Background: an optimization exercise with open tools, aiming at small area, a short achievable clock period and few clock cycles per item. Do not read the settings as production practice.
RTL that was checked went through simulation tests only; none was proved equivalent to the original.

## main
Design echo_distance_moving_average, start of the top module:
module echo_distance_moving_average #(
	parameter int MAX_SAMPLES = edma_pkg::MAX_SAMPLES_DEF
) (
	input  logic                       clk,
	input  logic                       arst_n,
	input  logic                       echo_valid,
	output logic                       echo_ready,
	input  logic [edma_pkg::ECHO_W-1:0] echo_us,
	output logic                       result_valid,
	input  logic                       result_ready,
	output logic [edma_pkg::DIST_W-1:0] result_distance_q8,
	output logic                       result_valid_res,
	input  logic                       cfg_wr_en,
	input  logic [edma_pkg::CFG_W-1:0] cfg_wr_data
);
Size in the first run: about 48 I/O pins, about 29,000 sq um of cells after synthesis.
==> flow/config.mk <==
export PLATFORM = sky130hd
export DESIGN_NAME = echo_distance_moving_average
export DESIGN_NICKNAME = echo_distance_moving_average
export VERILOG_FILES = /design/flow/design.v
export SDC_FILE = /design/flow/constraint.sdc
export NUM_CORES = 4
export LEC_CHECK = 0
export CAP_MARGIN = 20
export CORE_MARGIN = 2
export CORE_UTILIZATION = 40
export SLEW_MARGIN = 20
==> flow/constraint.sdc <==
create_clock -name core_clock -period 5.5 [get_ports {clk}]
set_input_delay 1.1000 -clock core_clock [delete_from_list [all_inputs] [get_ports {clk}]]
set_output_delay 1.1000 -clock core_clock [all_outputs]
set_load 0.01 [all_outputs]
run.sh (not shown) runs the stock make flow with config.mk's settings and CLKGATE_MAP_FILE= SYNTH_SCRIPT=/design/flow/synth_recipe.tcl, a recipe that flattens the netlist after the stock synthesis.
Complete run, failing final checks: main, reason setup timing.
Modified inputs, the feature branch compared to main
--- a/flow/design.v
+++ b/flow/design.v
@@ -138,36 +138,51 @@
 	end
 	localparam int NST = 5;
 	function automatic int bps(input int k);
 		bps = (k == NST - 1) ? DW - 4 * (NST - 1) : 4;
 	endfunction
 	logic [3:0]    rem_q [NST];
 	logic [DW-1:0] dvd_q [NST];
 	logic [4:0]    nd_q  [NST];
 	logic          vd_q  [NST];
 	logic          zd_q  [NST];
+	function automatic logic [4:0] div_bit(input logic [3:0] r, input logic b, input logic [4:0] n);
+		logic [4:0] t, e, l;
+		logic [4:0] lt;
+		logic       ge, l10, l32, e32;
+		logic [3:0] ro;
+		t      = {r, b};
+		e      = ~(t ^ n);
+		l      = ~t & n;
+		lt[0]  = 1'b0;
+		lt[1]  = l[0];
+		l10    = l[1] | (e[1] & l[0]);
+		lt[2]  = l10;
+		lt[3]  = l[2] | (e[2] & l10);
+		l32    = l[3] | (e[3] & l[2]);
+		e32    = e[3] & e[2];
+		lt[4]  = l32 | (e32 & l10);
+		ge     = ~(l[4] | (e[4] & lt[4]));
+		for (int i = 0; i < 4; i++) ro[i] = ge ? (t[i] ^ n[i] ^ lt[i]) : t[i];
+		div_bit = {ge, ro};
+	endfunction
 	function automatic logic [3+DW:0] div_steps(input logic [3:0] rem, input logic [DW-1:0] dvd,
 	                                             input logic [4:0] n, input int steps);
-		logic [4:0] trial;
+		logic [4:0] o;
 		logic [3:0] r;
 		logic [DW-1:0] x;
 		r = rem;
 		x = dvd;
 		for (int s = 0; s < steps; s++) begin
-			trial = {r, x[DW-1]};
-			if (trial >= n) begin
-				r = 4'(trial - n);
-				x = {x[DW-2:0], 1'b1};
-			end else begin
-				r = trial[3:0];
-				x = {x[DW-2:0], 1'b0};
-			end
+			o = div_bit(r, x[DW-1], n);
+			r = o[3:0];
+			x = {x[DW-2:0], o[4]};
 		end
 		div_steps = {r, x};
 	endfunction
 	logic [3+DW:0] dstep [NST];
 	always_comb begin
 		dstep[0] = div_steps(total_q[TW-1:DW], total_q[DW-1:0], n3_q, bps(0));
 		for (int k = 1; k < NST; k++)
 			dstep[k] = div_steps(rem_q[k-1], dvd_q[k-1], nd_q[k-1], bps(k));
 	end
 	always_ff @(posedge clk or negedge arst_n) begin
Notes after the runs:
- The feature branch ended with every stage complete and zero timing, DRC or antenna violations.
- The feature branch vs. main: met3 layer wire length in the routed design went down by 79 microns.
- The feature branch has met1 capacity usage during global routing below what main had.
- The feature branch — actual transition at the worst max-transition pin 0.079 ns lower, main as reference
- Compared with main, the feature branch improves final routed wirelength across all metal layers.
- Compared the feature branch against main; area taken by flip-flops and latches within noise.
- Of the feature branch and main, it is the feature branch that has the higher share of final layout cell area taken by clock buffers and inverters.
- Timing endpoint of the critical path = rem_q[2][1]: the feature branch; timing endpoint of the critical path = rem_q[2][2]: main
- [compare] base=main new=the feature branch: global-route track usage on met2 went down by 1.5 points, final sum of negative setup slack went up by 2.96 ns, total routing usage reported by global routing went down by 0.81 points, cell count along the critical path went down by about 27%.
- [the feature branch] combined buffer and inverter count along the critical path rose 3 relative to main
Testbench counts of the feature branch, summed over its fixed seeds: cycles 5,687, items 5,207.
The RTL of main was laid out without a check of its function.

* * *

echo_distance_moving_average, a different RTL version from the one above (not shown whole).
Size: ~2700 cells after synthesis, ~840 flip-flops, ~48 I/O pins.
Settings: LEC_CHECK=0, CAP_MARGIN=20, CORE_MARGIN=2, CORE_UTILIZATION=55, CTS_CLUSTER_DIAMETER=80, CTS_CLUSTER_SIZE=20, SETUP_SLACK_MARGIN=3.0, SLEW_MARGIN=20, TNS_END_PERCENT=20; clock period 5.5 ns.
==> next run, changes <==
--- a/flow/design.v
+++ b/flow/design.v
@@ -23,25 +23,24 @@
 	input  logic                       cfg_wr_en,
 	input  logic [edma_pkg::CFG_W-1:0] cfg_wr_data
 );
 	localparam int EW  = edma_pkg::ECHO_W;
 	localparam int DW  = edma_pkg::DIST_W;
 	localparam int TW  = DW + 4;       
 	localparam int NS  = 16;           
 	localparam int NST = 10;           
 	logic adv_q;
-	logic rdy_q;                
 	logic          v0_q;
 	logic [EW-1:0] us0_q;
 	logic [EW+2:0] a0_q;        
 	always_ff @(posedge clk or negedge arst_n) begin
 		if (!arst_n) v0_q <= 1'b0;
-		else if (adv_q) v0_q <= echo_valid && rdy_q;
+		else if (adv_q) v0_q <= echo_valid;
 	end
 	always_ff @(posedge clk) begin
 		if (adv_q) begin
 			us0_q <= echo_us;
 			a0_q  <= {echo_us, 2'd0} + {3'd0, echo_us};
 		end
 	end
 	logic          vm_q, zm_q;
 	logic [EW-1:0] usm_q;
@@ -65,81 +64,74 @@
 			b_q   <= {1'b0, a0_q, 4'd0} + {4'd0, a0_q, 1'b0};
 			zm_q  <= (us0_q == '0);
 			d1_q  <= prod[EW+10:8];
 			z1_q  <= zm_q;
 		end
 	end
 	logic [4:0]    win_q;       
 	logic [4:0]    fill_q;      
 	logic          full_q;      
-	logic [5:0]    fill3_q;     
-	logic [5:0]    fill3_nx;
 	logic [DW-1:0] ring [NS];
 	logic [DW-1:0] oldest;
 	logic          v2_q, z2_q;
 	logic [DW:0]   delta2_q;    
 	logic [NS-1:0] ins;         
 	logic [4:0]    n2_q;
 	logic [5:0]    n32_q;       
 	logic          push;
 	logic [4:0]    fill_nx;
 	logic [4:0]    cfg_w;
 	always_comb begin
 		cfg_w = cfg_wr_data;
 		if (cfg_wr_data == '0) cfg_w = 5'd1;
 		else if (cfg_wr_data > 5'd16) cfg_w = 5'd16;
 	end
 	assign push    = adv_q && v1_q && !z1_q;
-	assign fill_nx  = full_q ? fill_q : fill_q + 5'd1;
-	assign fill3_nx = full_q ? fill3_q : fill3_q + 6'd3;
+	assign fill_nx = full_q ? fill_q : fill_q + 5'd1;
 	assign oldest  = ring[NS-1];
 	always_comb begin
 		for (int i = 0; i < NS; i++) ins[i] = (5'(i) == 5'(16) - win_q);
 	end
 	always_ff @(posedge clk) begin
 		if (push) begin
 			ring[0] <= d1_q;
 			for (int i = 1; i < NS; i++) ring[i] <= ins[i] ? d1_q : ring[i-1];
 		end
 	end
 	always_ff @(posedge clk or negedge arst_n) begin
 		if (!arst_n) begin
 			win_q  <= 5'd1;
-			fill_q  <= '0;
-			fill3_q <= '0;
-			full_q  <= 1'b0;
-			v2_q    <= 1'b0;
+			fill_q <= '0;
+			full_q <= 1'b0;
+			v2_q   <= 1'b0;
 		end else begin
 			if (adv_q) v2_q <= v1_q;
 			if (cfg_wr_en) begin
 				win_q  <= cfg_w;
-				fill_q  <= '0;
-				fill3_q <= '0;
-				full_q  <= 1'b0;
+				fill_q <= '0;
+				full_q <= 1'b0;
 			end else if (adv_q && v1_q) begin
 				if (z1_q) begin
-					fill_q  <= '0;
-					fill3_q <= '0;
-					full_q  <= 1'b0;
+					fill_q <= '0;
+					full_q <= 1'b0;
 				end else begin
-					fill_q  <= fill_nx;
-					fill3_q <= fill3_nx;
-					full_q  <= fill_nx == win_q;
+					fill_q <= fill_nx;
+					full_q <= fill_nx == win_q;
 				end
 			end
 		end
 	end
 	always_ff @(posedge clk) begin
 		if (adv_q) begin
 			z2_q   <= z1_q;
-			delta2_q <= full_q ? {1'b0, d1_q} - {1'b0, oldest} : {1'b0, d1_q};
+			delta2_q <= {1'b0, d1_q} - {1'b0, full_q ? oldest : '0};
 			n2_q   <= z1_q ? 5'd1 : fill_nx;
-			n32_q  <= z1_q ? 6'd3 : fill3_nx;
+			n32_q  <= z1_q ? 6'd3 : {1'b0, fill_nx} + {fill_nx, 1'b0};
 		end
 	end
 	logic          v3_q, z3_q;
 	logic [TW-1:0] total_q;
 	logic [4:0]    n3_q;
 	logic [5:0]    n33_q;
 	always_ff @(posedge clk or negedge arst_n) begin
 		if (!arst_n) begin
 			total_q <= '0;
@@ -247,24 +239,22 @@
 			if (ov_q) sv_nx = 1'b1;
 			else      ov_nx = 1'b1;
 		end
 	end
 	always_ff @(posedge clk or negedge arst_n) begin
 		if (!arst_n) begin
 			ov_q  <= 1'b0;
 			sv_q  <= 1'b0;
 			adv_q <= 1'b1;
-			rdy_q <= 1'b0;
 		end else begin
 			ov_q  <= ov_nx;
 			sv_q  <= sv_nx;
 			adv_q <= !(ov_nx && sv_nx);
-			rdy_q <= !(ov_nx && sv_nx);
 		end
 	end
 	always_ff @(posedge clk) begin
 		if (take) begin
 			if (sv_q) begin
 				od_q <= sd_q;
 				or_q <= sr_q;
 			end else begin
 				od_q <= xd;
@@ -276,14 +266,14 @@
 			if (!sv_q) begin
 				sd_q <= xd;
 				sr_q <= xr;
 			end
 		end else begin
 			od_q <= xd;
 			or_q <= xr;
 		end
 	end
-	assign echo_ready         = rdy_q;
+	assign echo_ready         = adv_q;
 	assign result_valid       = ov_q;
 	assign result_distance_q8 = od_q;
 	assign result_valid_res   = or_q;
 endmodule
Outcome: Count of clock-buffer cells in the layout grows by 6; utilization increases by 0.45 points; wire length fell by 7.0%; cell area is lower by 2.8%; sequential share of layout area goes up by 0.56 points.
Testbench counts after the change, summed over its fixed seeds: cycles 5,975, items 5,207.
No functional check of the RTL was part of the first run of this note.

[re-timing with driven ports]
The flow's constraints put no driver on any port. The routed layouts listed below were extracted and timed again, unchanged, in two steps.
Step 1 sets driving cells, clkbuf_16 on the clock port and buf_2 on the other inputs (assumed; they add their load-dependent delay and slew).
Step 2 moves the port delays by t, midway between the first and last clock arrival at a register: inputs arrive t later, outputs are due t later. That takes back most of the time a late clock gives input paths.
a / b / c = ideal ports / drivers / drivers and shift; a / b = the first two.
run | shift t [ns] | setup WS [ns] | hold slack, ns
main | 0.663 | -0.268 / -0.268 / -0.268 | 0.389 / 0.389 / 0.389
the feature branch | 0.666 | 0.089 / 0.089 / 0.089 | 0.391 / 0.391 / 0.391
the first run of note 2 | 0.680 | 2.897 / 2.829 / 2.250 | 0.410 / 0.410 / 0.410
the second run of note 2 | 0.663 | 2.839 / 2.839 / 2.318 | 0.410 / 0.410 / 0.410
The setup slack of the first run of note 2, which loses most, moves by -0.068 ns with the drivers and by -0.647 ns with both steps.
